Source: an optimization exercise on an open RTL-to-GDS flow (aim: small area, a short achievable clock period and few clock cycles per item). Production flows keep margins and buffers that such runs may drop. RTL that was checked went through simulation tests only; none was proved equivalent to the original. Function not checked in run 6: the RTL went through the layout flow alone. Power figures rest on the tool's default switching activity, not on a simulated workload.

==> flow/design.v <==
`default_nettype none
package bls_pkg;
    localparam int CFG_IDX_W  = 3;
    localparam int CFG_DATA_W = 16;
    localparam int DIM_W      = 13;
    localparam int COLOR_W    = 16;
    typedef logic [CFG_IDX_W-1:0] t_cfg_idx;
    localparam t_cfg_idx CFG_IMAGE_WIDTH  = 3'd0;
    localparam t_cfg_idx CFG_IMAGE_HEIGHT = 3'd1;
    localparam t_cfg_idx CFG_DRAW_RED     = 3'd2;
    localparam t_cfg_idx CFG_DRAW_GREEN   = 3'd3;
    localparam t_cfg_idx CFG_DRAW_BLUE    = 3'd4;
    localparam logic [DIM_W-1:0]   RST_IMAGE_WIDTH  = 13'd4096;
    localparam logic [DIM_W-1:0]   RST_IMAGE_HEIGHT = 13'd4096;
    localparam logic [COLOR_W-1:0] RST_DRAW_RED     = 16'd250;
    localparam logic [COLOR_W-1:0] RST_DRAW_GREEN   = 16'd40;
    localparam logic [COLOR_W-1:0] RST_DRAW_BLUE    = 16'd40;
    localparam logic REQ_START = 1'b0;
    localparam logic REQ_STEP  = 1'b1;
endpackage
`default_nettype wire
`default_nettype none
module bls_skid #(
    parameter int WIDTH = 75
) (
    input  wire logic             i_clk,
    input  wire logic             i_rst_n,
    input  wire logic             i_valid,
    output logic                  o_ready,
    input  wire logic [WIDTH-1:0] i_data,
    output logic                  o_valid,
    input  wire logic             i_ready,
    output logic [WIDTH-1:0]      o_data
);
    logic             r_out_valid;
    logic [WIDTH-1:0] r_out_data;
    logic             r_skid_valid;
    logic [WIDTH-1:0] r_skid_data;
    logic             in_fire;
    logic             out_fire;
    assign o_ready  = !r_skid_valid;
    assign o_valid  = r_out_valid;
    assign o_data   = r_out_data;
    assign in_fire  = i_valid && !r_skid_valid;
    assign out_fire = r_out_valid && i_ready;
    always_ff @(posedge i_clk) begin
        if (!i_rst_n) begin
            r_out_valid  <= 1'b0;
            r_skid_valid <= 1'b0;
        end else begin
            if (!r_out_valid || out_fire) begin
                if (r_skid_valid) begin
                    r_out_valid  <= 1'b1;
                    r_skid_valid <= 1'b0;
                end else begin
                    r_out_valid <= in_fire;
                end
            end else if (in_fire) begin
                r_skid_valid <= 1'b1;
            end
        end
    end
    always_ff @(posedge i_clk) begin
        if (!r_out_valid || out_fire) begin
            if (r_skid_valid) begin
                r_out_data <= r_skid_data;
            end else if (in_fire) begin
                r_out_data <= i_data;
            end
        end else if (in_fire) begin
            r_skid_data <= i_data;
        end
    end
endmodule
`default_nettype wire
`default_nettype none
module bresenham_line_stepper_top #(
    parameter int COORD_BITS = 12
) (
    input  wire logic                               i_clk,
    input  wire logic                               i_rst_n,
    input  wire logic                               i_req_valid,
    output logic                                    o_req_ready,
    input  wire logic                               i_req_type,
    input  wire logic [COORD_BITS-1:0]              i_req_x_start,
    input  wire logic [COORD_BITS-1:0]              i_req_y_start,
    input  wire logic [COORD_BITS-1:0]              i_req_x_end,
    input  wire logic [COORD_BITS-1:0]              i_req_y_end,
    output logic                                    o_pix_valid,
    input  wire logic                               i_pix_ready,
    output logic                                    o_pix_pixel_valid,
    output logic [COORD_BITS-1:0]                   o_pix_pixel_x,
    output logic [COORD_BITS-1:0]                   o_pix_pixel_y,
    output logic                                    o_pix_in_image,
    output logic                                    o_pix_last_pixel,
    output logic [bls_pkg::COLOR_W-1:0]             o_pix_pixel_red,
    output logic [bls_pkg::COLOR_W-1:0]             o_pix_pixel_green,
    output logic [bls_pkg::COLOR_W-1:0]             o_pix_pixel_blue,
    input  wire logic                               i_cfg_we,
    input  wire logic [bls_pkg::CFG_IDX_W-1:0]      i_cfg_idx,
    input  wire logic [bls_pkg::CFG_DATA_W-1:0]     i_cfg_data
);
    localparam int C = COORD_BITS;
    function automatic logic [11:0] absdiff(input logic [12:0] v);
        logic [11:0] r;
        logic        any;
        any = 1'b0;
        for (int i = 0; i < 12; i++) begin
            r[i] = v[i] ^ (v[12] & any);
            any  = any | v[i];
        end
        absdiff = r;
    endfunction
    function automatic logic [11:0] incdec(input logic [11:0] a, input logic inc,
                                           input logic dec);
        logic [11:0] r;
        logic        ci, cd;
        ci = inc;
        cd = dec;
        for (int i = 0; i < 12; i++) begin
            r[i] = a[i] ^ (ci | cd);
            ci   = ci & a[i];
            cd   = cd & ~a[i];
        end
        incdec = r;
    endfunction
    logic [bls_pkg::DIM_W-1:0]   r_width;
    logic [bls_pkg::DIM_W-1:0]   r_height;
    logic [bls_pkg::COLOR_W-1:0] r_red;
    logic [bls_pkg::COLOR_W-1:0] r_green;
    logic [bls_pkg::COLOR_W-1:0] r_blue;
    logic [15:0] cfg_d0, cfg_d1;     
    logic [4:0]  cfg_en;
    assign cfg_d0 = i_rst_n ? i_cfg_data : 16'h0000;
    assign cfg_d1 = i_rst_n ? i_cfg_data : 16'hffff;
    always_comb begin
        for (int k = 0; k < 5; k++) begin
            cfg_en[k] = !i_rst_n || (i_cfg_we && (i_cfg_idx == 3'(k)));
        end
    end
    function automatic logic [15:0] cfg_pick(input logic [15:0] rst_val);
        logic [15:0] r;
        for (int i = 0; i < 16; i++) begin
            r[i] = rst_val[i] ? cfg_d1[i] : cfg_d0[i];
        end
        cfg_pick = r;
    endfunction
    logic [15:0] cfg_w, cfg_h;
    assign cfg_w = cfg_pick({3'b000, bls_pkg::RST_IMAGE_WIDTH});
    assign cfg_h = cfg_pick({3'b000, bls_pkg::RST_IMAGE_HEIGHT});
    always_ff @(posedge i_clk) begin
        if (cfg_en[0]) r_width  <= cfg_w[bls_pkg::DIM_W-1:0];
        if (cfg_en[1]) r_height <= cfg_h[bls_pkg::DIM_W-1:0];
        if (cfg_en[2]) r_red    <= cfg_pick(bls_pkg::RST_DRAW_RED);
        if (cfg_en[3]) r_green  <= cfg_pick(bls_pkg::RST_DRAW_GREEN);
        if (cfg_en[4]) r_blue   <= cfg_pick(bls_pkg::RST_DRAW_BLUE);
    end
    logic          r_q_valid;
    logic          r_q_type;
    logic [C-1:0]  r_q_x0, r_q_y0, r_q_x1, r_q_y1;
    logic [C:0]    r_q_ex, r_q_ey;      
    logic          r_q_in0, r_q_in1;    
    logic                r_l_pend;
    logic                r_l_pv;
    logic                r_l_last;
    logic                r_l_in;
    logic [C-1:0]        r_l_x, r_l_y;
    logic                r_l_steep;
    logic                r_l_down;
    logic [C-1:0]        r_l_n;
    logic [C-1:0]        r_l_db;
    logic [C-1:0]        r_l_dm;
    logic [C:0]          r_l_f;
    logic                r_l_fresh;
    logic                r_o_valid;
    logic                r_o_pv, r_o_npv_g, r_o_pv_b, r_o_npv_b;
    logic                r_o_last;
    logic                r_o_in;
    logic [C-1:0]        r_o_x, r_o_y;
    logic                r_o_ready;
    logic push, o_free, o_load, is_start, active, q_en;
    assign push     = r_q_valid && !r_l_pend;
    assign q_en     = !r_q_valid || !r_l_pend;
    assign o_free   = !r_o_valid || i_pix_ready;
    assign o_load   = o_free && (r_l_pend || push);
    assign is_start = (r_q_type == bls_pkg::REQ_START);
    assign active   = r_l_pv && !r_l_last;
    always_ff @(posedge i_clk) begin
        if (q_en) begin
            r_q_type <= i_req_type;
            r_q_x0   <= i_req_x_start;
            r_q_y0   <= i_req_y_start;
            r_q_x1   <= i_req_x_end;
            r_q_y1   <= i_req_y_end;
            r_q_ex   <= {1'b0, i_req_x_end} - {1'b0, i_req_x_start};
            r_q_ey   <= {1'b0, i_req_y_end} - {1'b0, i_req_y_start};
            r_q_in0  <= ({1'b0, i_req_x_start} < r_width) && ({1'b0, i_req_y_start} < r_height);
            r_q_in1  <= ({1'b0, i_req_x_end} < r_width) && ({1'b0, i_req_y_end} < r_height);
        end
    end
    logic         sx, sy;
    logic [C-1:0] adx, ady;
    logic [C:0]   diff;
    logic         s_steep;
    logic [C-1:0] s_x, s_y, s_da, s_db;
    logic         s_last, s_in;
    always_comb begin
        sx      = r_q_ex[C];
        sy      = r_q_ey[C];
        adx     = absdiff(r_q_ex);
        ady     = absdiff(r_q_ey);
        diff    = {1'b0, ady} - {1'b0, adx};
        s_steep = !diff[C];
        s_x     = s_steep ? (sy ? r_q_x1 : r_q_x0) : (sx ? r_q_x1 : r_q_x0);
        s_y     = s_steep ? (sy ? r_q_y1 : r_q_y0) : (sx ? r_q_y1 : r_q_y0);
        s_in    = s_steep ? (sy ? r_q_in1 : r_q_in0) : (sx ? r_q_in1 : r_q_in0);
        s_da    = s_steep ? ady : adx;
        s_db    = s_steep ? adx : ady;
        s_last  = (r_q_ex == '0) && (r_q_ey == '0);
    end
    logic         cond;
    logic         x_inc, x_dec, y_inc, y_dec;
    logic [C-1:0] t_x, t_y;
    logic [C:0]   t_f, c_f;
    always_comb begin
        c_f   = r_l_fresh ? {1'b0, r_l_db} + ~{2'b00, r_l_n[C-1:1]} : r_l_f;
        cond  = !c_f[C];
        x_inc = !r_l_steep || (cond && !r_l_down);
        x_dec = r_l_steep && cond && r_l_down;
        y_inc = r_l_steep || (cond && !r_l_down);
        y_dec = !r_l_steep && cond && r_l_down;
        t_x   = incdec(r_l_x, x_inc, x_dec);
        t_y   = incdec(r_l_y, y_inc, y_dec);
        t_f   = c_f + (cond ? {1'b1, r_l_dm ^ {C{r_l_steep}}} : {1'b0, r_l_db})
                    + {{C{1'b0}}, cond && r_l_steep};
    end
    logic         n_pv;
    logic [C-1:0] n_x, n_y;
    logic         n_in;
    always_comb begin
        n_pv = is_start || active;
        n_x  = is_start ? s_x : active ? t_x : '0;
        n_y  = is_start ? s_y : active ? t_y : '0;
        n_in = is_start ? s_in
             : active && ({1'b0, t_x} < r_width) && ({1'b0, t_y} < r_height);
    end
    logic q_valid_nx, l_pend_nx, o_valid_nx, o_pv_nx;
    always_comb begin
        q_valid_nx = q_en ? i_req_valid : r_q_valid;
        l_pend_nx  = r_l_pend ? !o_free : (push && !o_free);
        o_valid_nx = o_free ? (r_l_pend || push) : 1'b1;
        if (!i_rst_n) begin
            q_valid_nx = 1'b0;
            l_pend_nx  = 1'b0;
            o_valid_nx = 1'b0;
        end
    end
    always_ff @(posedge i_clk) begin
        r_q_valid <= q_valid_nx;
        r_l_pend  <= l_pend_nx;
        r_o_valid <= o_valid_nx;
        r_o_ready <= !q_valid_nx || !l_pend_nx;
        if (!i_rst_n) begin
            r_l_pv <= 1'b0;
        end else if (push) begin
            r_l_pv <= n_pv;
        end
    end
    always_ff @(posedge i_clk) begin
        if (push) begin
            r_l_x    <= n_x;
            r_l_y    <= n_y;
            r_l_in   <= n_in;
            if (is_start) begin
                r_l_last  <= s_last;
                r_l_steep <= s_steep;
                r_l_down  <= sx ^ sy;
                r_l_n     <= s_da;
                r_l_db    <= s_db;
                r_l_dm    <= diff[C-1:0];
                r_l_fresh <= 1'b1;
            end else if (active) begin
                r_l_last  <= (r_l_n == 1);
                r_l_n     <= r_l_n - 1'b1;
                r_l_f     <= t_f;
                r_l_fresh <= 1'b0;
            end else begin
                r_l_last <= 1'b0;
            end
        end
    end
    assign o_pv_nx = r_l_pend ? r_l_pv : n_pv;
    always_ff @(posedge i_clk) begin
        if (o_load) begin
            r_o_pv    <= o_pv_nx;
            r_o_npv_g <= !o_pv_nx;
            r_o_x     <= r_l_pend ? r_l_x : n_x;
            r_o_y     <= r_l_pend ? r_l_y : n_y;
            r_o_in    <= r_l_pend ? r_l_in : n_in;
            r_o_last  <= r_l_pend ? r_l_last
                       : is_start ? s_last : active && (r_l_n == 1);
        end
    end
    always_ff @(posedge i_clk) begin
        if (!i_rst_n) begin
            r_o_pv_b  <= 1'b0;
            r_o_npv_b <= 1'b1;
        end else if (o_load) begin
            r_o_pv_b  <= o_pv_nx;
            r_o_npv_b <= !o_pv_nx;
        end
    end
    assign o_req_ready       = r_o_ready;
    assign o_pix_valid       = r_o_valid;
    assign o_pix_pixel_valid = r_o_pv;
    assign o_pix_pixel_x     = r_o_x;
    assign o_pix_pixel_y     = r_o_y;
    assign o_pix_in_image    = r_o_in;
    assign o_pix_last_pixel  = r_o_last;
    assign o_pix_pixel_red   = {r_o_pv ? r_red[15:8] : 8'h00, r_o_npv_g ? 8'h00 : r_red[7:0]};
    assign o_pix_pixel_green = {r_o_npv_g ? 8'h00 : r_green[15:8], r_o_pv_b ? r_green[7:0] : 8'h00};
    assign o_pix_pixel_blue  = {r_o_pv_b ? r_blue[15:8] : 8'h00, r_o_npv_b ? 8'h00 : r_blue[7:0]};
endmodule
`default_nettype wire
==> flow/flow/run.sh <==
#!/bin/bash
set -e
export BUFFER_PORTS_ARGS="-buffer_cell sky130_fd_sc_hd__buf_1"
bash standard.sh > standard.log 2>&1
==> flow/standard.sh <==
#!/bin/bash
# synth_recipe.tcl (not shown) runs the flow's synth.tcl, then flattens the netlist and writes it again
# the make line also repeats each setting of config.mk as NAME=value (left out here)
make -C /OpenROAD-flow-scripts/flow DESIGN_CONFIG=/design/flow/config.mk WORK_HOME=/design/flow/orfs CLKGATE_MAP_FILE= SYNTH_SCRIPT=/design/flow/synth_recipe.tcl "${@:-finish}"
==> flow/config.mk <==
export PLATFORM = sky130hd
export DESIGN_NAME = bresenham_line_stepper_top
export DESIGN_NICKNAME = bresenham_line_stepper_top
export VERILOG_FILES = /design/flow/design.v
export SDC_FILE = /design/flow/constraint.sdc
export NUM_CORES = 4
export LEC_CHECK = 0
export CAP_MARGIN = 20
export CORE_MARGIN = 2
export CORE_UTILIZATION = 65
export CTS_BUF_LIST = sky130_fd_sc_hd__clkbuf_8
export CTS_CLUSTER_DIAMETER = 60
export CTS_CLUSTER_SIZE = 12
export PLACE_DENSITY = 0.75
export SLEW_MARGIN = 20
==> flow/constraint.sdc <==
create_clock -name core_clock -period 20.0 [get_ports {i_clk}]
set_input_delay 4.0000 -clock core_clock [delete_from_list [all_inputs] [get_ports {i_clk}]]
set_output_delay 4.0000 -clock core_clock [all_outputs]
set_load 0.01 [all_outputs]
==> results of run 1 <==
worst paths after layout:
check | from | end | slack (ps) | depth (start not counted)
worst max-delay path | i_req_x_start[2] | r_q_ex[10]$_DFFE_PN_ | 14040 | 12
worst min-delay path | r_l_in$_DFFE_PP_ | r_o_in$_DFFE_PP_ | 550 | 1
worst min register to register | r_l_in$_DFFE_PP_ | r_o_in$_DFFE_PP_ | 550 | 1
worst max register to register | r_q_ey[0]$_DFFE_PN_ | r_o_y[4]$_DFFE_PP_ | 14190 | 15
layout make-up:
class	count	area [sq um]	area share, %
antenna	1	2.50	0.0145
multi-input combinational	1001	7270	42.3
sequential	264	7860	45.6
timing repair buffer	166	707	4.11
inverter	112	420	2.44
clock inverter	19	170	0.988
clock buffer	28	385	2.24
tap	319	399	2.32
metrics by stage:
| stage | cell area (sq um) | worst slack, ps | cells |
|---|---|---|---|
| finish | 17200 | 14040 | 1910 |
| global route | 17200 | 13960 | 1909 |
| CTS | 17200 | 14090 | 1908 |
| detailed placement | 16600 | 13550 | 1861 |
| global placement | 16600 | 13630 | 1861 |
| floorplan | 15700 | 13960 | 1426 |
registers in the layout, indices dropped and copies added, names as in the netlist, 13 cells and up:
name and count:
r_red 16, r_l_f 13, r_blue 16, r_q_ey 13
r_height 13, r_width 13, r_green 16, r_q_ex 13
cell families after synthesis:
| group | synth area share [%] |
|---|---|
| AND/OR/NAND/NOR | 12.5 |
| AO/OA/AOI/OAI | 13.6 |
| XOR/XNOR | 6.29 |
| flip-flops | 50.0 |
| multiplexers | 2.81 |
| buffers and inverters | 3.99 |
| adder cells (fa/ha/maj) | 10.8 |
power breakdown:
part           total (mW)  switching (mW)  internal (mW)
clock network       0.366           0.196          0.171
registers           0.745          0.0408          0.704
logic               0.631           0.381          0.250
total                1.74           0.617           1.12
layout by cell type, fill, tap and decap left out, types with 37 or more instances in the layout:
cell type / count
and2_1: 47
buf_1: 149
ha_1: 126
nor2_1: 87
xnor2_1: 61
edfxtp_1: 257
o21ai_0: 64
nor2b_1: 41
a21oi_1: 100
a21o_1: 37
nand2_1: 83
xor2_1: 52
inv_1: 121
metal layers:
metal,GRT usage [%],up-vias
met5,0,-
met4,8.88,0
met3,5.50,72
met2,46.5,527
met1,43.9,5358
li1,-,5467
critical path, cell delays in order:
cell,delay (ps)
buf_1,170
inv_1,80
ha_1,340
nor2b_1,140
o21ai_0,230
a21boi_0,160
o21ai_0,190
nand2b_1,130
a31oi_1,270
nor2_1,80
a211oi_1,390
xnor2_1,120
==> summary.md, run 1 <==
| Metric | Value |
|---|---|
| Worst Max-Slew Pin Slew | `1010 ps` |
| Vias in the first global route | `10800` |
| Tightest Hold Check Type | `reg -> reg` |
| Dpl hpwl | `29.3 mm` |
| 1st-pass router iterations | `8` |
| Async set-reset flop share out of synthesis | `0%` |
| Cell area after technology mapping | `0.0157 sq mm` |
| Leakage Power | `6.90 nW` |
| CTS Hold Bufs | `0` |
| Util after Layout | `72.9%` |
| Power Density | `101 mW/mm^2` |
| Largest area contributor in the netlist | `edfxtp_1` |
| CP startpoint kind | `primary input` |
| H-tree depth | `1` |
| Sequential fraction of the synthesis area | `between 40% and 50%` |
| Row Count | `56` |
| Setup CP Type | `in -> reg` |
| Total power draw | `1.74 mW` |
| Mapped Nets | `1631` |
| CP required | `about 20000 ps` |
| Vias/cell | `5.98` |
| DR vias | `11400` |
| Cells after Synth | `1426` |
| Setup violators final | `0` |
| Slew HR | `~33%` |
| Synth top area share | `between 40% and 50%` |
| Peak Freq | `0.168 GHz` |
| Initial DRC count | `1074` |
| PortBufs | `149` |
| Period utilization | `29.8%` |
| First-pass GRT wire length | `59.4 mm` |
| Overflow after GRT | `0` |
| Hold WS | `554 ps` |
| Netlist cell types | `76` |
| Initial core utilization | `66.6%` |
| Met2 WL | `around 17 mm` |
| Final Max Tran Viols | `0` |
| Met1 wire length | `16.6 mm` |
| Post-DRT Antenna Nets | `0` |
| Min Tclk post-route | `5960 ps` |
| Final Hold Vio Count | `0` |
| Yosys reg bits | `264` |
| Core area | `0.0236 sq mm` |
| VDD IR max | `0.0643 mV` |
| All-Layer GR Usage | `30.1%` |
| Root Driver | `clkbuf_8` |
| CTS tree | `yes` |
| Most frequent cell after synthesis | `edfxtp_1` |
| Clock buffer depth | `3` |
| Avg WL per Cell | `20.2 um` |
| Initial antenna violation count | `0` |
| Unrepaired setup endpoints after global routing | `false` |
| Nets | `1778` |
| Crit path capture type | `flop` |
| Top Ports | `150` |
| Die area | `0.0254 sq mm` |
| Top FF cell, synth | `edfxtp_1` |
| Area growth, synth to finish | `9.49%` |
| Gpl congestion | `0.945` |
| PostCTS Resize Cnt | `0` |
| Fill cells | `1762` |
| Latest clock arrival within the worst-skew pair | `600 ps` |
| Worst-path clk slew | `roughly 90 ps` |
| Max Used Layer | `met4` |
| Worst-path fanout max | `3` |
| Number of post-CTS setup repair buffers | `0` |
| DR DRC count | `0` |
| Clock skew | `16.4 ps` |
| Final WL | `38.7 mm` |
| Syn Area/Cell | `11.0 sq um` |
| Most frequent cells after synthesis | `257 x edfxtp_1, 126 x ha_1, 112 x inv_1, 100 x a21oi_1, 89 x nor2_1` |
| Clk sinks | `264` |
| Die height | `160 um` |
| Worst EP arrival | `6300 ps` |
| Ys Warns | `1` |
| Top post-synthesis cells by area | `edfxtp_1 49%, ha_1 10%, xnor2_1 3.4%` |
| TNS Setup | `0 ps` |
| Largest net degree at the start of global routing | `78` |
| Die X-Extent | `around 160 um` |
| CTS buffer count | `28` |
| Number of synthesized flops with an enable pin | `about 260` |
| # Max-Cap Violations | `0` |
| Met3 Wirelength | `3.70 mm` |
| Share of cells above drive strength 1 | `6.29%` |
| Status | `timing/DRC/antenna clean` |
Testbench counts, summed over its fixed seeds: cycles 48,523, items 48,507.
==> run 2: changes to the inputs <==
--- a/flow/config.mk
+++ b/flow/config.mk
@@ -7,9 +7,8 @@
 export LEC_CHECK = 0
 export CAP_MARGIN = 20
 export CORE_MARGIN = 2
-export CORE_UTILIZATION = 65
+export CORE_UTILIZATION = 40
 export CTS_BUF_LIST = sky130_fd_sc_hd__clkbuf_8
 export CTS_CLUSTER_DIAMETER = 60
 export CTS_CLUSTER_SIZE = 12
-export PLACE_DENSITY = 0.75
-export SLEW_MARGIN = 20
+export SLEW_MARGIN = 50
==> summary.md, run 2 <==
| Metric | Value |
|---|---|
| Final Max Tran Viols | `0 (unchanged)` |
| Cells after Synth | `1426 (unchanged)` |
| Row Count | `72 (+29%)` |
| Max incr delay on CP | `370 ps (-20 ps)` |
| Gpl congestion | `0.861 (-8.9%)` |
| Die area | `0.0409 sq mm (+61%)` |
| Setup violators final | `0 (unchanged)` |
| Status | `timing/DRC/antenna clean` |
| PortBufs | `149 (unchanged)` |
| Peak Freq | `0.171 GHz (+1.8%)` |
| Final Hold Vio Count | `0 (unchanged)` |
| Mapped Nets | `1631 (unchanged)` |
| FF-to-FF setup slack | `14230 ps (+40 ps)` |
| Area growth, synth to finish | `11.5%` |
| DR DRC count | `0 (unchanged)` |
| Area post-placement | `0.0169 sq mm (+1.9%)` |
| Most frequent cell after synthesis | `edfxtp_1` |
| Vias in the first global route | `10900 (+0.76%)` |
| Crit path capture type | `flop` |
| Avg WL per Cell | `19.2 um (-5.0%)` |
| Worst r2r path cells | `19 (+4)` |
| H-tree depth | `1 (unchanged)` |
| CP startpoint kind | `primary input` |
| Worst R2R Start | `r_l_n[1]$_DFFE_PP_` |
| Overflow after GRT | `0 (unchanged)` |
| VDD IR max | `0.0670 mV (+4.1%)` |
| Final Non-Filler Cells | `2115 (+11%)` |
| CTS buffer count | `29 (+3.6%)` |
| Unrepaired setup endpoints after global routing | `false` |
| Total power draw | `1.73 mW (-0.82%)` |
| Setup CP Type | `in -> reg` |
| Yosys reg bits | `264 (unchanged)` |
| Ys Warns | `1 (unchanged)` |
| Top FF cell, synth | `edfxtp_1` |
| Period utilization | `29.3% (-0.53 points)` |
| CP required | `20370 ps (+30 ps)` |
| Min Tclk post-route | `5860 ps (-106 ps)` |
| Buffer and inverter count on the worst path | `2 (unchanged)` |
| Die height | `202 um (+27%)` |
| First-pass GRT wire length | `61.6 mm (+3.7%)` |
| Min-Delay Startpoint | `r_l_in$_DFFE_PP_` |
| Final WL | `40.7 mm (+5.2%)` |
| Die X-Extent | `202 um (+27%)` |
| Most frequent cells in the layout | `257 x edfxtp_1, 149 x buf_1, 126 x ha_1` |
| Worst Max-Slew Pin Slew | `713 ps (-293 ps)` |
| Largest area contributor in the netlist | `edfxtp_1` |
| Dpl hpwl | `31.4 mm (+7.2%)` |
| Clock skew | `36.9 ps (+20.5 ps)` |
| Initial antenna violation count | `0 (unchanged)` |
| TNS Setup | `0 ps (unchanged)` |
| PnR worst setup slack | `14140 ps (+106 ps)` |
| Hold WS | `555 ps (+1.06 ps)` |
| Leakage Power | `6.91 nW (about the same)` |
| WHS Path Cells | `1 (unchanged)` |
| Commonest non-fill, non-tap cell in the layout | `edfxtp_1` |
| Nets | `1782 (+0.22%)` |
| Number of synthesized flops with an enable pin | `257 (unchanged)` |
| Sequential fraction of the synthesis area | `50.0% (unchanged)` |
| DR vias | `11200 (-2.0%)` |
| Cell area after technology mapping | `0.0157 sq mm (unchanged)` |
| CP max-delay cell | `o41ai_1` |
| # Max-Cap Violations | `0 (unchanged)` |
| Latest clock arrival within the worst-skew pair | `630 ps (+30 ps)` |
| Vias/cell | `5.29 (-12%)` |
| Root Driver | `clkbuf_8` |
| PostCTS Resize Cnt | `0 (unchanged)` |
| CP delay by family, top | `compound AO/OA/AOI/OAI gates` |
| Clock buffer depth | `3 (unchanged)` |
| Worst reg2reg endpoint | `r_o_in$_DFFE_PP_` |
| Initial core utilization | `40.6% (-26 points)` |
| Most frequent cells after synthesis | `257 x edfxtp_1, 126 x ha_1, 112 x inv_1, 100 x a21oi_1, 89 x nor2_1` |
| Number of post-CTS setup repair buffers | `0 (unchanged)` |
| Largest net degree at the start of global routing | `78 (unchanged)` |
| All-Layer GR Usage | `19.6% (-10 points)` |
| ANT cells | `0 (-1)` |
| Worst-path clk slew | `80 ps (about the same)` |
| Fin area | `0.0175 sq mm (+1.8%)` |
| DP Worst Slack | `13540 ps (-8.10 ps)` |
| Async set-reset flop share out of synthesis | `0% (unchanged)` |
| Worst-path fanout max | `4 (+1)` |
| Worst EP arrival | `6220 ps (-80 ps)` |
| Regs by FF count | `r_blue x16, r_green x16, r_red x16` |
| Power Density | `98.5 mW/mm^2 (-2.6%)` |
| CTS tree | `yes` |
| Clk sinks | `264 (unchanged)` |
| Crit-path cells | `buf_1 -> inv_1 -> ha_1 -> nor2b_1 -> o21ai_0 -> nand2b_1 -> a21o_1 -> a21o_1 -> a21oi_1 -> o21ai_0 -> o41ai_1 -> xnor2_1` |
| Syn Area/Cell | `11.0 sq um (unchanged)` |
| Util after Layout | `45.3% (-28 points)` |
| 1st-pass router iterations | `6 (-2)` |
| Slew HR | `52.2% (+19 points)` |
| Top Ports | `150 (unchanged)` |
| Top post-synthesis cells by area | `edfxtp_1 49%, ha_1 10%, xnor2_1 3.4%` |
| CTS Hold Bufs | `0 (unchanged)` |
| Post-DRT Antenna Nets | `0 (unchanged)` |
| Share of cells above drive strength 1 | `7.33% (+1.0 points)` |
| Core area | `0.0387 sq mm (+64%)` |
| Worst Hold End | `r_o_in$_DFFE_PP_` |
| Netlist cell types | `76 (unchanged)` |
| Synth top area share | `49.1% (unchanged)` |
| Tightest Hold Check Type | `reg -> reg` |
| Initial DRC count | `871 (-19%)` |
| Inst Count DP | `2062 (+11%)` |
[run 2: cell counts after synthesis]
Identical to the previous run, type by type.
[run 2: worst reg2reg max path, stage by stage (launching register included)]
cell       delay [ps]
edfxtp_1          380
inv_1             120
ha_1              180
inv_1              50
fa_1              400
nor2b_1           180
o311a_1           200
o211ai_1          200
a211oi_2          400
nor2_1             80
buf_4             220
or4b_1            660
o2bb2ai_1         370
xor2_1            450
ha_1              200
nand4b_1          260
a2111o_1          420
a31o_2            260
a31o_2            250
mux2_2            270
[run 2: routing by layer]
metal  global-route usage [%]  wire, um  vias up
li1                         -         -     5480
met1                     27.1     18400     5274
met2                     30.5     18200      363
met3                     4.24      2860       77
met4                     6.73      1290        0
met5                        0         0        -
[run 2: logic make-up (layout without fill, tap and decap cells)]
family | after synthesis | after routing | share of synthesized area [%]
AND/OR/NAND/NOR | 381 | 381 | 12.5
multiplexers | 42 | 42 | 2.81
buffers and inverters | 161 | 332 | 3.99
XOR/XNOR | 113 | 113 | 6.29
adder cells (fa/ha/maj) | 132 | 132 | 10.8
flip-flops | 264 | 264 | 50.0
AO/OA/AOI/OAI | 333 | 333 | 13.6
[run 2: worst max path at each step]
stage	startpoint	to	cells after the start
2_1_floorplan	i_req_y_start[1]	r_q_ey[11]$_DFFE_PN_	11
3_3_place_gp	i_req_y_start[1]	r_q_ey[11]$_DFFE_PN_	12
3_5_place_dp	i_req_x_start[1]	r_q_ex[11]$_DFFE_PN_	12
4_1_cts	r_o_pv_b$_SDFFE_PN0P_	o_pix_pixel_green[6]	2
5_1_grt	r_l_n[1]$_DFFE_PP_	r_o_in$_DFFE_PP_	22
6_report	i_req_x_start[1]	r_q_ex[11]$_DFFE_PN_	12
[run 2: cell type report]
type	count	area [sq um]
clock buffers	30	413
clock inverters	21	141
fillers	3695	21200
inverters	112	420
multi-input cells	1001	7330
flip-flops and latches	264	7860
well taps	518	648
repair buffers	169	721
[run 2: where the power goes]
part	leakage [nW]	total, mW	internal [mW]	switching, mW
sequential	2.59	0.744	0.704	0.0401
clock	0.310	0.359	0.156	0.204
combinational	4.01	0.624	0.253	0.371
==> run 3: changes to the inputs <==
==> flow/flow/run.sh (replaced) <==
#!/bin/bash
set -e
export BUFFER_PORTS_ARGS="-buffer_cell sky130_fd_sc_hd__buf_1"
export SETUP_SLACK_MARGIN=14.6
bash standard.sh > standard.log 2>&1
--- a/flow/config.mk
+++ b/flow/config.mk
@@ -11,4 +11,4 @@
 export CTS_BUF_LIST = sky130_fd_sc_hd__clkbuf_8
 export CTS_CLUSTER_DIAMETER = 60
 export CTS_CLUSTER_SIZE = 12
-export SLEW_MARGIN = 50
+export SLEW_MARGIN = 20
==> summary.md, run 3 <==
| Metric | Value |
|---|---|
| Most frequent cells after synthesis | `257 x edfxtp_1, 126 x ha_1, 112 x inv_1, 100 x a21oi_1, 89 x nor2_1` |
| Async set-reset flop share out of synthesis | `0% (unchanged)` |
| Unrepaired setup endpoints after global routing | `true` |
| Vias/cell | `5.36 (+1.3%)` |
| CTS buffer count | `29 (unchanged)` |
| Most frequent cell after synthesis | `edfxtp_1` |
| TNS Setup | `0 ps (unchanged)` |
| Min-Delay Startpoint | `r_l_pend$_DFF_P_` |
| Root Driver | `clkbuf_8` |
| FF-to-FF setup slack | `14700 ps (+470 ps)` |
| Clock buffer depth | `3 (unchanged)` |
| Nets | `1803 (+1.2%)` |
| Fill cells | `3618 (-2.1%)` |
| Crit path capture type | `output port` |
| Leakage Power | `7.29 nW (+5.5%)` |
| Worst r2r path cells | `20 (+1)` |
| Largest area contributor in the netlist | `edfxtp_1` |
| Vias in the first global route | `11000 (+1.6%)` |
| Final Hold Vio Count | `0 (unchanged)` |
| First-pass GRT wire length | `62.7 mm (+1.8%)` |
| Gpl congestion | `0.872 (+1.2%)` |
| Period utilization | `27.4% (-1.8 points)` |
| Tightest Hold Check Type | `reg -> reg` |
| CP startpoint kind | `flop` |
| Power Density | `97.3 mW/mm^2 (-1.3%)` |
| Core area | `0.0387 sq mm (unchanged)` |
| Row Count | `72 (unchanged)` |
| CTS Hold Bufs | `0 (unchanged)` |
| Worst Hold End | `r_l_pend$_DFF_P_` |
| Synth top area share | `49.1% (unchanged)` |
| PortBufs | `149 (unchanged)` |
| Worst Max-Slew Pin Slew | `1100 ps (+387 ps)` |
| 1st-pass router iterations | `5 (-1)` |
| Mapped Nets | `1631 (unchanged)` |
| Top post-synthesis cells by area | `edfxtp_1 49%, ha_1 10%, xnor2_1 3.4%` |
| WHS Path Cells | `2 (+1)` |
| Clk sinks | `264 (unchanged)` |
| Slew HR | `26.7% (-25 points)` |
| Die height | `202 um (unchanged)` |
| # Max-Cap Violations | `0 (unchanged)` |
| All-Layer GR Usage | `19.6% (about the same)` |
| Hold WS | `551 ps (-4.30 ps)` |
| Largest net degree at the start of global routing | `78 (unchanged)` |
| Initial antenna violation count | `2 (+2)` |
| Dpl hpwl | `31.0 mm (-1.2%)` |
| Top Ports | `150 (unchanged)` |
| Initial DRC count | `850 (-2.4%)` |
| Total power draw | `1.78 mW (+3.0%)` |
| Cell area after technology mapping | `0.0157 sq mm (unchanged)` |
| Regs by FF count | `r_blue x16, r_green x16, r_red x16` |
| Share of cells above drive strength 1 | `15.8% (+8.5 points)` |
| Latest clock arrival within the worst-skew pair | `630 ps (about the same)` |
| Worst-path fanout max | `16 (+12)` |
| Post-DRT Antenna Nets | `0 (unchanged)` |
| DR vias | `11400 (+2.3%)` |
| CP required | `16000 ps (-4370 ps)` |
| Min Tclk post-route | `5490 ps (-368 ps)` |
| Clock skew | `22.3 ps (-14.6 ps)` |
| CTS tree | `yes` |
| Die area | `0.0409 sq mm (unchanged)` |
| Number of synthesized flops with an enable pin | `257 (unchanged)` |
| Sequential fraction of the synthesis area | `50.0% (unchanged)` |
| Avg WL per Cell | `19.2 um (-0.23%)` |
| Final WL | `41.0 mm (+0.76%)` |
| Most frequent cells in the layout | `257 x edfxtp_1, 118 x ha_1, 115 x inv_1` |
| Setup CP Type | `reg -> out` |
| Area growth, synth to finish | `16.3%` |
| DR DRC count | `0 (unchanged)` |
| Worst reg2reg endpoint | `r_o_in$_DFFE_PP_` |
| Commonest non-fill, non-tap cell in the layout | `edfxtp_1` |
| H-tree depth | `1 (unchanged)` |
| Yosys reg bits | `264 (unchanged)` |
| Die X-Extent | `202 um (unchanged)` |
| Syn Area/Cell | `11.0 sq um (unchanged)` |
| Final Max Tran Viols | `0 (unchanged)` |
| Setup violators final | `0 (unchanged)` |
| Worst-path clk slew | `70 ps (about the same)` |
| Cells after Synth | `1426 (unchanged)` |
| Util after Layout | `47.2% (+1.9 points)` |
| Ys Warns | `1 (unchanged)` |
| VDD IR max | `0.0495 mV (-26%)` |
| Peak Freq | `0.182 GHz (+6.7%)` |
| Worst EP arrival | `1490 ps (-4730 ps)` |
| Netlist cell types | `76 (unchanged)` |
| Worst R2R Start | `r_l_n[1]$_DFFE_PP_` |
| Initial core utilization | `40.6% (unchanged)` |
| ANT cells | `0 (unchanged)` |
| Top FF cell, synth | `edfxtp_1` |
| Status | `timing/DRC/antenna clean` |
| Overflow after GRT | `0 (unchanged)` |
## run 3: cell counts after synthesis
Identical to the previous run, type by type.
## run 3: area by class of cell
class                      count  area, sq um  share of cell area, %
timing repair buffer         189         1100                   6.04
inverter                     112          454                   2.48
sequential                   264         7870                   43.0
clock inverter                22          166                  0.910
multi-input combinational   1001         7640                   41.8
tap                          518          648                   3.55
timing repair inverter         1         5.00                 0.0274
clock buffer                  29          399                   2.18
## run 3: cell families (layout without fill, tap and decap cells)
group           after synthesis  count (layout)  share of synthesized area, %
compound gates              333             333                          13.6
xor+xnor                    113             113                          6.29
fa+ha+maj                   132             132                          10.8
buf+inv                     161             353                          3.99
flops                       264             264                          50.0
mux                          42              42                          2.81
simple gates                381             381                          12.5
## run 3: how the worst max path moves through the flow
stage | startpoint | end | depth (start not counted)
global route | r_o_npv_g$_DFFE_PP_ | o_pix_pixel_red[5] | 3
detailed placement | i_req_x_end[0] | r_q_ex[12]$_DFFE_PN_ | 13
CTS | r_o_npv_g$_DFFE_PP_ | o_pix_pixel_red[6] | 3
global placement | i_req_x_end[0] | r_q_ex[12]$_DFFE_PN_ | 13
finish | r_o_npv_g$_DFFE_PP_ | o_pix_pixel_red[3] | 3
floorplan | i_req_y_end[1] | r_q_ey[11]$_DFFE_PN_ | 10
## run 3: through the flow
step	instance area (sq um)	cells	worst slack (ps)
5_1_grt	18300	2136	14440
3_5_place_dp	17000	2060	13720
2_1_floorplan	15900	1426	14160
6_report	18300	2136	14510
4_1_cts	17900	2126	14500
3_3_place_gp	17000	2060	13750
## run 3: metal layers
metal / track usage [%] / up-vias / wire length [um]
met4: 4.85 / 4 / 839
met5: 0 / - / 21
met2: 29.8 / 317 / 17900
met3: 4.47 / 65 / 2820
li1: - / 5530 / -
met1: 28.4 / 5532 / 19400
## run 3: timing repair
action                                  CTS  global route
setup buffers                            14             9
endpoints found under the setup margin   80            78
gates cloned                              1             1
pin swaps                                10            19
resized for setup                        61            93
## run 3: power breakdown
part,leakage (nW),switching (mW),internal (mW),total [mW]
logic,4.38,0.391,0.276,0.666
registers,2.59,0.0395,0.704,0.743
clock network,0.326,0.205,0.164,0.369
## run 3: critical path, stage by stage (launching register included)
cell and delay [ps]:
edfxtp_1 410, buf_6 180, nor2b_1 130, buf_2 140
==> run 4: changes to the inputs <==
==> flow/flow/run.sh (replaced) <==
#!/bin/bash
set -e
export BUFFER_PORTS_ARGS="-buffer_cell sky130_fd_sc_hd__buf_1"
bash standard.sh > standard.log 2>&1
==> summary.md, run 4 <==
| Metric | Value |
|---|---|
| Status | `timing/DRC/antenna clean` |
| CP max-delay cell | `mux2i_4` |
| 1st-pass router iterations | `5 (unchanged)` |
| Yosys reg bits | `264 (unchanged)` |
| Async set-reset flop share out of synthesis | `0% (unchanged)` |
| Worst R2R Start | `r_q_ey[0]$_DFFE_PN_` |
| Tightest Hold Check Type | `reg -> reg` |
| Number of synthesized flops with an enable pin | `257 (unchanged)` |
| Clk sinks | `264 (unchanged)` |
| Initial core utilization | `40.6% (unchanged)` |
| Cell area after technology mapping | `0.0157 sq mm (unchanged)` |
| DR DRC count | `0 (unchanged)` |
| Die area | `0.0409 sq mm (unchanged)` |
| Core area | `0.0387 sq mm (unchanged)` |
| FF-to-FF setup slack | `14120 ps (-580 ps)` |
| Worst-path clk slew | `90 ps (+20 ps)` |
| Root Driver | `clkbuf_8` |
| Ys Warns | `1 (unchanged)` |
| Fin area | `0.0176 sq mm (-4.0%)` |
| Largest net degree at the start of global routing | `78 (unchanged)` |
| CP endpoint | `r_o_x[0]$_DFFE_PP_` |
| Worst EP arrival | `6190 ps (+4700 ps)` |
| Regs by FF count | `r_blue x16, r_green x16, r_red x16` |
| First-pass GRT wire length | `62.7 mm (about the same)` |
| Most frequent cells after synthesis | `257 x edfxtp_1, 126 x ha_1, 112 x inv_1, 100 x a21oi_1, 89 x nor2_1` |
| Min-Delay Startpoint | `r_l_in$_DFFE_PP_` |
| Post-DRT Antenna Nets | `0 (unchanged)` |
| Final Max Tran Viols | `0 (unchanged)` |
| CTS buffer count | `31 (+6.9%)` |
| Syn Area/Cell | `11.0 sq um (unchanged)` |
| Synth top area share | `49.1% (unchanged)` |
| Avg WL per Cell | `19.4 um (+0.88%)` |
| H-tree depth | `1 (unchanged)` |
| # Max-Cap Violations | `0 (unchanged)` |
| Final Hold Vio Count | `0 (unchanged)` |
| Area post-placement | `0.0169 sq mm (-0.93%)` |
| Top FF cell, synth | `edfxtp_1` |
| Leakage Power | `6.96 nW (-4.5%)` |
| Unrepaired setup endpoints after global routing | `false` |
| Peak Freq | `0.170 GHz (-6.6%)` |
| Vias/cell | `5.34 (-0.41%)` |
| CP required | `20320 ps (+4320 ps)` |
| Period utilization | `29.4% (+1.9 points)` |
| Share of cells above drive strength 1 | `6.87% (-9.0 points)` |
| Vias in the first global route | `10900 (-1.3%)` |
| Gpl congestion | `0.861 (-1.2%)` |
| Initial antenna violation count | `2 (unchanged)` |
| CTS tree | `yes` |
| Worst-path fanout max | `16 (unchanged)` |
| DR vias | `11300 (-1.2%)` |
| Netlist cell types | `76 (unchanged)` |
| Min Tclk post-route | `5880 ps (+389 ps)` |
| Nets | `1781 (-1.2%)` |
| CP startpoint kind | `flop` |
| Die height | `202 um (unchanged)` |
| Overflow after GRT | `0 (unchanged)` |
| Most frequent cells in the layout | `257 x edfxtp_1, 149 x buf_1, 126 x ha_1` |
| Most frequent cell after synthesis | `edfxtp_1` |
| PortBufs | `149 (unchanged)` |
| Max incr delay on CP | `730 ps (+320 ps)` |
| Worst r2r path cells | `16 (-20%)` |
| Crit-path cells | `or4_4 -> or4_4 -> or2_4 -> o31ai_1 -> xor2_1 -> inv_1 -> ha_1 -> or2_2 -> a21oi_1 -> a31o_2 -> mux2i_4 -> buf_4 -> mux2i_1 -> o22ai_1 -> nor2_1 -> a21oi_1` |
| VDD IR max | `0.0583 mV (+18%)` |
| Initial DRC count | `917 (+7.9%)` |
| Latest clock arrival within the worst-skew pair | `680 ps (+50 ps)` |
| CTS Hold Bufs | `0 (unchanged)` |
| Cells after Synth | `1426 (unchanged)` |
| Top Ports | `150 (unchanged)` |
| Total power draw | `1.78 mW (about the same)` |
| Sequential fraction of the synthesis area | `50.0% (unchanged)` |
| Crit path capture type | `flop` |
| Crit. Startpoint | `r_q_ey[0]$_DFFE_PN_` |
| Worst Max-Slew Pin Slew | `1030 ps (-67.3 ps)` |
| Worst reg2reg endpoint | `r_o_x[0]$_DFFE_PP_` |
| Clock skew | `73.7 ps (+51.4 ps)` |
| Setup CP Type | `reg -> reg` |
| Final WL | `41.1 mm (+0.12%)` |
| TNS Setup | `0 ps (unchanged)` |
| Power Density | `101 mW/mm^2 (+4.0%)` |
| Setup violators final | `0 (unchanged)` |
| All-Layer GR Usage | `19.9% (+0.23 points)` |
| Die X-Extent | `202 um (unchanged)` |
| Number of post-CTS setup repair buffers | `0 (-14)` |
| Commonest non-fill, non-tap cell in the layout | `edfxtp_1` |
| PostCTS Resize Cnt | `0 (-100%)` |
| Area growth, synth to finish | `11.7%` |
| Largest area contributor in the netlist | `edfxtp_1` |
| Slew HR | `31.2% (+4.5 points)` |
| Mapped Nets | `1631 (unchanged)` |
| Top post-synthesis cells by area | `edfxtp_1 49%, ha_1 10%, xnor2_1 3.4%` |
| Dpl hpwl | `31.4 mm (+1.5%)` |
| Row Count | `72 (unchanged)` |
| Clock buffer depth | `3 (unchanged)` |
[run 4: worst min-delay path by stage]
stage                          endpoint  depth (start not counted)  slack, ps
floorplan           r_l_pv$_SDFFE_PN0P_                          2        510
global placement    r_l_pv$_SDFFE_PN0P_                          2        540
detailed placement     r_o_in$_DFFE_PP_                          1        550
CTS                    r_o_in$_DFFE_PP_                          1        550
global route           r_o_in$_DFFE_PP_                          1        540
finish                 r_o_in$_DFFE_PP_                          1        510
[run 4: cell families after synthesis]
logic type	share of synthesized area [%]
simple gates	12.5
compound gates	13.6
flops	50.0
buf+inv	3.99
fa+ha+maj	10.8
xor+xnor	6.29
mux	2.81
[run 4: metrics by stage]
| step | cells | setup WS (ps) | utilization (%) | hold slack, ps |
|---|---|---|---|---|
| floorplan | 1426 | 13960 | - | 515 |
| global placement | 2061 | 13580 | 43.6 | 544 |
| detailed placement | 2061 | 13550 | 43.6 | 551 |
| CTS | 2119 | 14140 | 45.3 | 545 |
| global route | 2119 | 13860 | 45.3 | 538 |
| finish | 2120 | 14120 | 45.3 | 509 |
[run 4: layout make-up]
class	count	area, sq um
clock buffers	32	440
diodes	1	2.50
multi-input cells	1001	7280
repair buffers	166	687
flip-flops and latches	264	7860
fillers	3719	21200
inverters	112	420
well taps	518	648
clock inverters	26	224
[run 4: routing by layer]
layer,GRT usage (%),vias up,routed length (um)
li1,-,5493,-
met1,28.1,5411,19000
met2,31.3,350,18600
met3,3.18,60,2410
met4,6.07,2,1060
met5,0,-,12
[run 4: report_power, final]
group,total [mW],switching (mW),internal (mW)
logic,0.621,0.371,0.250
registers,0.745,0.0413,0.704
clock network,0.411,0.218,0.193
total,1.78,0.630,1.15
[run 4: worst max-delay path, delay by kind of cell (launching register included)]
kind	cells	cell delay [ps]
AOI/OAI and AO/OA	5	1070
xor gates and xnor gates	1	350
adders and majority gates	1	320
buffers and inverters	2	460
DFF	1	500
muxes	2	1140
and+or+nand+nor	5	1710
==> run 5: changes to the inputs <==
--- a/flow/config.mk
+++ b/flow/config.mk
@@ -9,6 +9,6 @@
 export CORE_MARGIN = 2
 export CORE_UTILIZATION = 40
 export CTS_BUF_LIST = sky130_fd_sc_hd__clkbuf_8
-export CTS_CLUSTER_DIAMETER = 60
-export CTS_CLUSTER_SIZE = 12
+export CTS_CLUSTER_DIAMETER = 80
+export CTS_CLUSTER_SIZE = 16
 export SLEW_MARGIN = 20
==> summary.md, run 5 <==
| Metric | Value |
|---|---|
| # Max-Cap Violations | `0 (unchanged)` |
| Area growth, synth to finish | `9.90%` |
| Initial core utilization | `40.6% (unchanged)` |
| Adder-cell share of the synthesized area | `10.8% (unchanged)` |
| Dpl hpwl | `31.4 mm (unchanged)` |
| 1st-pass router iterations | `7 (+2)` |
| Sequential fraction of the synthesis area | `50.0% (unchanged)` |
| Crit path capture type | `flop` |
| Netlist cell types | `76 (unchanged)` |
| ANT cells | `0 (-1)` |
| Overflow after GRT | `0 (unchanged)` |
| Hold WS | `553 ps (+44.1 ps)` |
| Clock skew | `24.8 ps (-48.9 ps)` |
| Ys Warns | `1 (unchanged)` |
| Mapped Nets | `1631 (unchanged)` |
| Setup violators final | `0 (unchanged)` |
| Fin area | `0.0173 sq mm (-1.6%)` |
| CP required | `20330 ps (about the same)` |
| Most used cell, CP | `a21o_1` |
| Latest clock arrival within the worst-skew pair | `570 ps (-110 ps)` |
| Met1 Use GR | `27.6% (-0.51 points)` |
| Xor and xnor area share after synthesis | `6.29% (unchanged)` |
| Die height | `202 um (unchanged)` |
| Util after Layout | `44.6% (-0.71 points)` |
| CP delay by family, top | `compound AO/OA/AOI/OAI gates` |
| Final Max Tran Viols | `0 (unchanged)` |
| H-tree depth | `1 (unchanged)` |
| Vias/cell | `5.36 (+0.34%)` |
| First-pass GRT wire length | `61.9 mm (-1.2%)` |
| Top FF cell, synth | `edfxtp_1` |
| Most frequent cells in the layout | `257 x edfxtp_1, 149 x buf_1, 126 x ha_1` |
| Top Ports | `150 (unchanged)` |
| Share of cells above drive strength 1 | `5.82% (-1.0 points)` |
| VDD IR max | `0.0507 mV (-13%)` |
| Worst-path clk slew | `110 ps (+20 ps)` |
| GR Util met3 | `3.31% (+0.13 points)` |
| Crit-path cells | `buf_1 -> inv_1 -> ha_1 -> nor2b_1 -> o21ai_0 -> nand2b_1 -> a21o_1 -> a21o_1 -> a21o_1 -> a41o_1 -> o41ai_1 -> xnor2_1` |
| TNS Setup | `0 ps (unchanged)` |
| Worst Max-Slew Pin Slew | `1020 ps (-12.1 ps)` |
| Async set-reset flop share out of synthesis | `0% (unchanged)` |
| Cells after Synth | `1426 (unchanged)` |
| CP max-delay cell | `o41ai_1` |
| Top post-synthesis cells by area | `edfxtp_1 49%, ha_1 10%, xnor2_1 3.4%` |
| Most frequent cells after synthesis | `257 x edfxtp_1, 126 x ha_1, 112 x inv_1, 100 x a21oi_1, 89 x nor2_1` |
| Crit. Startpoint | `i_req_y_start[1]` |
| PostCTS Resize Cnt | `0 (unchanged)` |
| Buffer and inverter count on the worst path | `2 (unchanged)` |
| Area post-placement | `0.0169 sq mm (unchanged)` |
| Synth Area in Compound Gates | `13.6% (unchanged)` |
| Clock buffer depth | `3 (unchanged)` |
| Synth top area share | `49.1% (unchanged)` |
| Number of post-CTS setup repair buffers | `0 (unchanged)` |
| DR DRC count | `0 (unchanged)` |
| All-Layer GR Usage | `19.6% (-0.29 points)` |
| Power Density | `96.1 mW/mm^2 (-5.0%)` |
| Register area | `0.00786 sq mm (unchanged)` |
| Busiest grt layer | `met2` |
| Period utilization | `29.2% (-0.15 points)` |
| Commonest non-fill, non-tap cell in the layout | `edfxtp_1` |
| Max incr delay on CP | `310 ps (-420 ps)` |
| Yosys reg bits | `264 (unchanged)` |
| Gpl congestion | `0.861 (unchanged)` |
| Leakage Power | `6.81 nW (-2.1%)` |
| Clk sinks | `264 (unchanged)` |
| Largest family of logic cells by synthesized area | `compound AO/OA/AOI/OAI gates` |
| Synth Area in Simple Gates | `12.5% (unchanged)` |
| DR vias | `11200 (-0.70%)` |
| Syn Area/Cell | `11.0 sq um (unchanged)` |
| Slew HR | `32.0% (+0.81 points)` |
| GR Layer Usage met2 | `30.7% (-0.62 points)` |
| Footprint of the multi-input gates | `0.00728 sq mm (unchanged)` |
| Tightest Hold Check Type | `reg -> reg` |
| Largest net degree at the start of global routing | `78 (unchanged)` |
| Total power draw | `1.66 mW (-6.5%)` |
| Fill cells | `3763 (+1.2%)` |
| Die area | `0.0409 sq mm (unchanged)` |
| Most frequent cell after synthesis | `edfxtp_1` |
| Largest area contributor in the netlist | `edfxtp_1` |
| CTS tree | `yes` |
| Number of synthesized flops with an enable pin | `257 (unchanged)` |
| Nets | `1771 (-0.56%)` |
| Row Count | `72 (unchanged)` |
| Post-DRT Antenna Nets | `0 (unchanged)` |
| Cell area after technology mapping | `0.0157 sq mm (unchanged)` |
| Worst-path fanout max | `4 (-12)` |
| Unrepaired setup endpoints after global routing | `false` |
| Final Hold Vio Count | `0 (unchanged)` |
| Peak Freq | `0.171 GHz (+0.51%)` |
| Final WL | `40.6 mm (-1.1%)` |
| Die X-Extent | `202 um (unchanged)` |
| CTS buffer count | `21 (-32%)` |
| Initial DRC count | `929 (+1.3%)` |
| CP startpoint kind | `primary input` |
| Worst R2R Start | `r_l_n[1]$_DFFE_PP_` |
| CTS Hold Bufs | `0 (unchanged)` |
| Core area | `0.0387 sq mm (unchanged)` |
| Vias in the first global route | `10800 (-0.62%)` |
| Worst EP arrival | `6170 ps (-20 ps)` |
| Mux contribution to synthesized area | `2.81% (unchanged)` |
| Min Tclk post-route | `5850 ps (-29.5 ps)` |
| Root Driver | `clkbuf_8` |
| Initial antenna violation count | `2 (unchanged)` |
| Setup CP Type | `in -> reg` |
| Avg WL per Cell | `19.3 um (-0.11%)` |
| Status | `timing/DRC/antenna clean` |
| Min-Delay Startpoint | `r_l_in$_DFFE_PP_` |
| Regs by FF count | `r_blue x16, r_green x16, r_red x16` |
| PortBufs | `149 (unchanged)` |
[run 5: cell counts after synthesis]
No cell type changed its count.
[run 5: cells by family after synthesis]
kind of cell	Yosys count
simple gates	381
compound gates	333
flops	264
buf+inv	161
fa+ha+maj	132
xor+xnor	113
mux	42
[run 5: where the power goes]
group	internal, mW	switching, mW
clock network	0.113	0.185
registers	0.704	0.0414
logic	0.250	0.369
[run 5: routing by layer]
| layer | share of wire (%) | vias up |
|---|---|---|
| li1 | - | 5451 |
| met1 | 46 | 5356 |
| met2 | 45 | 353 |
| met3 | 6.1 | 75 |
| met4 | 3.2 | 2 |
| met5 | 0.030 | - |
[run 5: area by class of cell]
class / instances / area share (%)
Sequential cell: 264 / 45.5
Clock buffer: 21 / 1.67
Tap cell: 518 / 3.75
Clock inverter: 16 / 0.586
Multi-Input combinational cell: 1001 / 42.1
Timing Repair Buffer: 166 / 3.98
Inverter: 112 / 2.43
[run 5: stage by stage]
stage / setup slack (ps) / instances
global placement: 13580 / 2061
CTS: 14160 / 2098
detailed placement: 13550 / 2061
global route: 13810 / 2098
finish: 14150 / 2098
floorplan: 13960 / 1426
[run 5: final timing paths]
check                           depth (start not counted)                   end  slack, ps
worst max-delay path                                   12  r_q_ey[11]$_DFFE_PN_      14150
worst min-delay path                                    1      r_o_in$_DFFE_PP_        550
worst max register to register                         22      r_o_in$_DFFE_PP_      14180
worst min register to register                          1      r_o_in$_DFFE_PP_        550
[run 5: worst register-to-register path: cells and delay by family, from the launching register on]
family	cells	cell delay, ps
AOI/OAI and AO/OA	8	2320
and+or+nand+nor	6	1340
adders and majority gates	3	880
DFF	1	390
buffers and inverters	3	380
xor gates and xnor gates	1	220
muxes	1	160
==> run 6: changes to the inputs <==
--- a/flow/design.v
+++ b/flow/design.v
@@ -158,7 +158,6 @@
     logic          r_q_valid;
     logic          r_q_type;
     logic [C-1:0]  r_q_x0, r_q_y0, r_q_x1, r_q_y1;
-    logic [C:0]    r_q_ex, r_q_ey;      
     logic          r_q_in0, r_q_in1;    
     logic                r_l_pend;
     logic                r_l_pv;
@@ -192,12 +191,11 @@
             r_q_y0   <= i_req_y_start;
             r_q_x1   <= i_req_x_end;
             r_q_y1   <= i_req_y_end;
-            r_q_ex   <= {1'b0, i_req_x_end} - {1'b0, i_req_x_start};
-            r_q_ey   <= {1'b0, i_req_y_end} - {1'b0, i_req_y_start};
             r_q_in0  <= ({1'b0, i_req_x_start} < r_width) && ({1'b0, i_req_y_start} < r_height);
             r_q_in1  <= ({1'b0, i_req_x_end} < r_width) && ({1'b0, i_req_y_end} < r_height);
         end
     end
+    logic [C:0]   ex, ey;
     logic         sx, sy;
     logic [C-1:0] adx, ady;
     logic [C:0]   diff;
@@ -205,10 +203,12 @@
     logic [C-1:0] s_x, s_y, s_da, s_db;
     logic         s_last, s_in;
     always_comb begin
-        sx      = r_q_ex[C];
-        sy      = r_q_ey[C];
-        adx     = absdiff(r_q_ex);
-        ady     = absdiff(r_q_ey);
+        ex      = {1'b0, r_q_x1} - {1'b0, r_q_x0};
+        ey      = {1'b0, r_q_y1} - {1'b0, r_q_y0};
+        sx      = ex[C];
+        sy      = ey[C];
+        adx     = absdiff(ex);
+        ady     = absdiff(ey);
         diff    = {1'b0, ady} - {1'b0, adx};
         s_steep = !diff[C];
         s_x     = s_steep ? (sy ? r_q_x1 : r_q_x0) : (sx ? r_q_x1 : r_q_x0);
@@ -216,7 +216,7 @@
         s_in    = s_steep ? (sy ? r_q_in1 : r_q_in0) : (sx ? r_q_in1 : r_q_in0);
         s_da    = s_steep ? ady : adx;
         s_db    = s_steep ? adx : ady;
-        s_last  = (r_q_ex == '0) && (r_q_ey == '0);
+        s_last  = (r_q_x0 == r_q_x1) && (r_q_y0 == r_q_y1);
     end
     logic         cond;
     logic         x_inc, x_dec, y_inc, y_dec;
==> flow/flow/run.sh (replaced) <==
#!/bin/bash
set -e
export BUFFER_PORTS_ARGS="-buffer_cell sky130_fd_sc_hd__buf_1"
export SETUP_SLACK_MARGIN=14.6
bash standard.sh > standard.log 2>&1
--- a/flow/config.mk
+++ b/flow/config.mk
@@ -9,6 +9,6 @@
 export CORE_MARGIN = 2
 export CORE_UTILIZATION = 40
 export CTS_BUF_LIST = sky130_fd_sc_hd__clkbuf_8
-export CTS_CLUSTER_DIAMETER = 80
-export CTS_CLUSTER_SIZE = 16
+export CTS_CLUSTER_DIAMETER = 60
+export CTS_CLUSTER_SIZE = 12
 export SLEW_MARGIN = 20
==> summary.md, run 6 <==
| Metric | Value |
|---|---|
| Area growth, synth to finish | `20.7%` |
| Row Count | `71 (-1.4%)` |
| Die area | `0.0392 sq mm (-4.2%)` |
| First-pass GRT wire length | `67.1 mm (+8.4%)` |
| Final Max Tran Viols | `0 (unchanged)` |
| Overflow after GRT | `0 (unchanged)` |
| CTS Hold Bufs | `0 (unchanged)` |
| Mapped Nets | `1591 (-2.5%)` |
| Worst-path clk slew | `90 ps (-20 ps)` |
| CP max-delay cell | `edfxtp_1` |
| Sequential fraction of the synthesis area | `47.0% (-3.0 points)` |
| Worst EP arrival | `1530 ps (-4640 ps)` |
| Commonest non-fill, non-tap cell in the layout | `edfxtp_1` |
| CTS tree | `yes` |
| H-tree depth | `1 (unchanged)` |
| Synth top area share | `46.1% (-3.0 points)` |
| Most frequent cells after synthesis | `231 x edfxtp_1, 126 x ha_1, 96 x nand2_1` |
| Crit path capture type | `output port` |
| All-Layer GR Usage | `22.6% (+3.0 points)` |
| Ys Warns | `1 (unchanged)` |
| Clock buffer depth | `3 (unchanged)` |
| Min Tclk post-route | `5530 ps (-320 ps)` |
| Most frequent cell after synthesis | `edfxtp_1` |
| Slew HR | `42.6% (+11 points)` |
| Most frequent cells in the layout | `231 x edfxtp_1, 118 x ha_1, 104 x buf_1` |
| Die height | `198 um (-2.1%)` |
| TNS Setup | `0 ps (unchanged)` |
| Largest net degree at the start of global routing | `55 (-29%)` |
| CP required | `16000 ps (-4330 ps)` |
| Cell area after technology mapping | `0.0151 sq mm (-4.3%)` |
| Worst Max-Slew Pin Slew | `856 ps (-165 ps)` |
| Vias in the first global route | `11200 (+3.4%)` |
| Status | `timing/DRC/antenna clean` |
| Share of cells above drive strength 1 | `19.2% (+13 points)` |
| Initial antenna violation count | `4 (+2)` |
| Top post-synthesis cells by area | `edfxtp_1 46%, ha_1 10%, xnor2_1 5.2%` |
| Top Ports | `150 (unchanged)` |
| CP startpoint kind | `flop` |
| Root Driver | `clkbuf_8` |
| Leakage Power | `7.13 nW (+4.7%)` |
| Period utilization | `27.6% (-1.6 points)` |
| Fill cells | `3419 (-9.1%)` |
| Power Density | `102 mW/mm^2 (+5.8%)` |
| 1st-pass router iterations | `5 (-2)` |
| Async set-reset flop share out of synthesis | `0% (unchanged)` |
| Peak Freq | `0.181 GHz (+5.8%)` |
| DR vias | `11600 (+3.2%)` |
| Core area | `0.0374 sq mm (-3.5%)` |
| Setup violators final | `0 (unchanged)` |
| Netlist cell types | `82 (+7.9%)` |
| Initial DRC count | `1011 (+8.8%)` |
| Number of synthesized flops with an enable pin | `231 (-10%)` |
| Clock skew | `27.6 ps (+2.84 ps)` |
| Top FF cell, synth | `edfxtp_1` |
| Syn Area/Cell | `10.9 sq um (-1.5%)` |
| Unrepaired setup endpoints after global routing | `true` |
| Yosys reg bits | `238 (-9.8%)` |
| Initial core utilization | `40.2% (-0.34 points)` |
| DR DRC count | `0 (unchanged)` |
| VDD IR max | `0.0534 mV (+5.3%)` |
| PortBufs | `149 (unchanged)` |
| Crit-path cells | `buf_6 -> nor2b_1 -> buf_2` |
| Nets | `1785 (+0.79%)` |
| Worst-path fanout max | `16 (+12)` |
| # Max-Cap Violations | `0 (unchanged)` |
| Tightest Hold Check Type | `reg -> reg` |
| Dpl hpwl | `33.3 mm (+6.0%)` |
| Gpl congestion | `0.927 (+7.6%)` |
| Die X-Extent | `198 um (-2.1%)` |
| Avg WL per Cell | `21.4 um (+11%)` |
| Largest area contributor in the netlist | `edfxtp_1` |
| Setup CP Type | `reg -> out` |
| Post-DRT Antenna Nets | `0 (unchanged)` |
| Final Hold Vio Count | `0 (unchanged)` |
| Hold WS | `554 ps (+1.42 ps)` |
| Vias/cell | `5.49 (+2.4%)` |
| Latest clock arrival within the worst-skew pair | `620 ps (+50 ps)` |
| Clk sinks | `238 (-9.8%)` |
| CTS buffer count | `29 (+38%)` |
| Cells after Synth | `1386 (-2.8%)` |
| Regs by FF count | `r_blue x16, r_green x16, r_red x16` |
| Final WL | `45.3 mm (+12%)` |
| ANT cells | `0 (unchanged)` |
| Max incr delay on CP | `400 ps (+90 ps)` |
run 6: cell count changes after synthesis, moves of 12 or more:
cell and change:
inv_1 -23, nand2_1 +12, edfxtp_1 -26, xnor2_1 +28, xor2_1 -25, a21oi_1 -30
run 6: path summary, 6_finish.rpt:
| kind | cells past startpoint | slack, ps | to | start |
|---|---|---|---|---|
| max reg2reg | 26 | 14570 | r_o_x[5]$_DFFE_PP_ | r_q_x1[0]$_DFFE_PN_ |
| min | 2 | 550 | r_l_pv$_SDFFE_PN0P_ | r_l_pv$_SDFFE_PN0P_ |
| min reg2reg | 2 | 550 | r_l_pv$_SDFFE_PN0P_ | r_l_pv$_SDFFE_PN0P_ |
| max | 3 | 14470 | o_pix_pixel_red[5] | r_o_npv_g$_DFFE_PP_ |
run 6: repair_timing:
item,4_1_cts,5_1_grt
gates resized for setup,76,172
pin swaps,4,28
buffers inserted,13,24
endpoints found under the setup margin,104,96
gates cloned,3,2
run 6: where the power goes:
group / internal [mW] / leakage [nW] / switching (mW)
sequential: 0.628 / 2.31 / 0.0301
combinational: 0.361 / 4.48 / 0.435
clock: 0.192 / 0.344 / 0.200
total: 1.18 / 7.13 / 0.666
run 6: final cells by class:
cell class	count	area [sq um]	share of cell area, %
multi-input cells	1011	8120	44.7
flip-flops and latches	238	7080	39.0
repair buffers	208	1320	7.26
well taps	511	639	3.52
clock buffers	29	399	2.20
inverters	91	354	1.95
clock inverters	25	236	1.30
repair inverters	1	6.26	0.0344
run 6: logic make-up after synthesis:
group,Yosys count,synth area share [%]
AOI/OAI and AO/OA,309,14.2
xor gates and xnor gates,116,6.75
adders and majority gates,132,11.3
buffers and inverters,138,3.48
DFF,238,47.0
muxes,51,3.66
and+or+nand+nor,402,13.6
run 6: worst max-delay path, delay by kind of cell (launching register included):
family / cells / cell delay, ps
DFF: 1 / 400
buffers and inverters: 2 / 350
and+or+nand+nor: 1 / 150
run 6: per-stage QoR:
step	setup slack (ps)	instance area (sq um)	instances	power (mW)	utilization (%)
floorplan	14260	15100	1386	1.11	-
global placement	13670	16300	2018	1.27	43.5
detailed placement	13550	16300	2018	1.28	43.5
CTS	14480	17300	2088	1.72	46.3
global route	14330	18200	2114	1.94	48.6
finish	14470	18200	2114	1.85	48.6
run 6: metal layers:
metal	GRT usage, %	vias to the layer above	wire (um)
met5	0	-	55
met4	4.82	8	920
met3	3.25	58	3020
met2	35.7	404	20500
met1	32.9	5654	20800
li1	-	5473	-

-- static timing again, ports no longer ideal --
The results above use ideal ports. As a check the final layouts listed here were re-extracted and re-timed, cells and wires unchanged. Step 1 assumes that a clkbuf_16 drives the clock port and a buf_2 every other input. Step 2 moves the port delays by t, midway between the first and last clock arrival at a register: inputs arrive t later, outputs are due t later. That takes back most of the time a late clock gives input paths. Three values: no drivers, after step 1, after step 2; two values: the first two.
run	shift t [ns]	slack for setup (ns)	worst slew at a driven data input, ns
run 1	0.645	14.038 / 14.065 / 13.421	0.06
run 2	0.667	14.145 / 14.166 / 13.499	0.06
run 3	0.659	14.513 / 14.471 / 13.948	0.07
run 4	0.695	14.124 / 14.124 / 13.553	0.07
run 5	0.611	14.154 / 14.167 / 13.556	0.07
run 6	0.665	14.474 / 14.419 / 14.039	0.07
After both steps setup and hold are still met in every run listed. The setup slack of run 2, which loses most, moves by +0.021 ns with the drivers and by -0.646 ns with both steps.
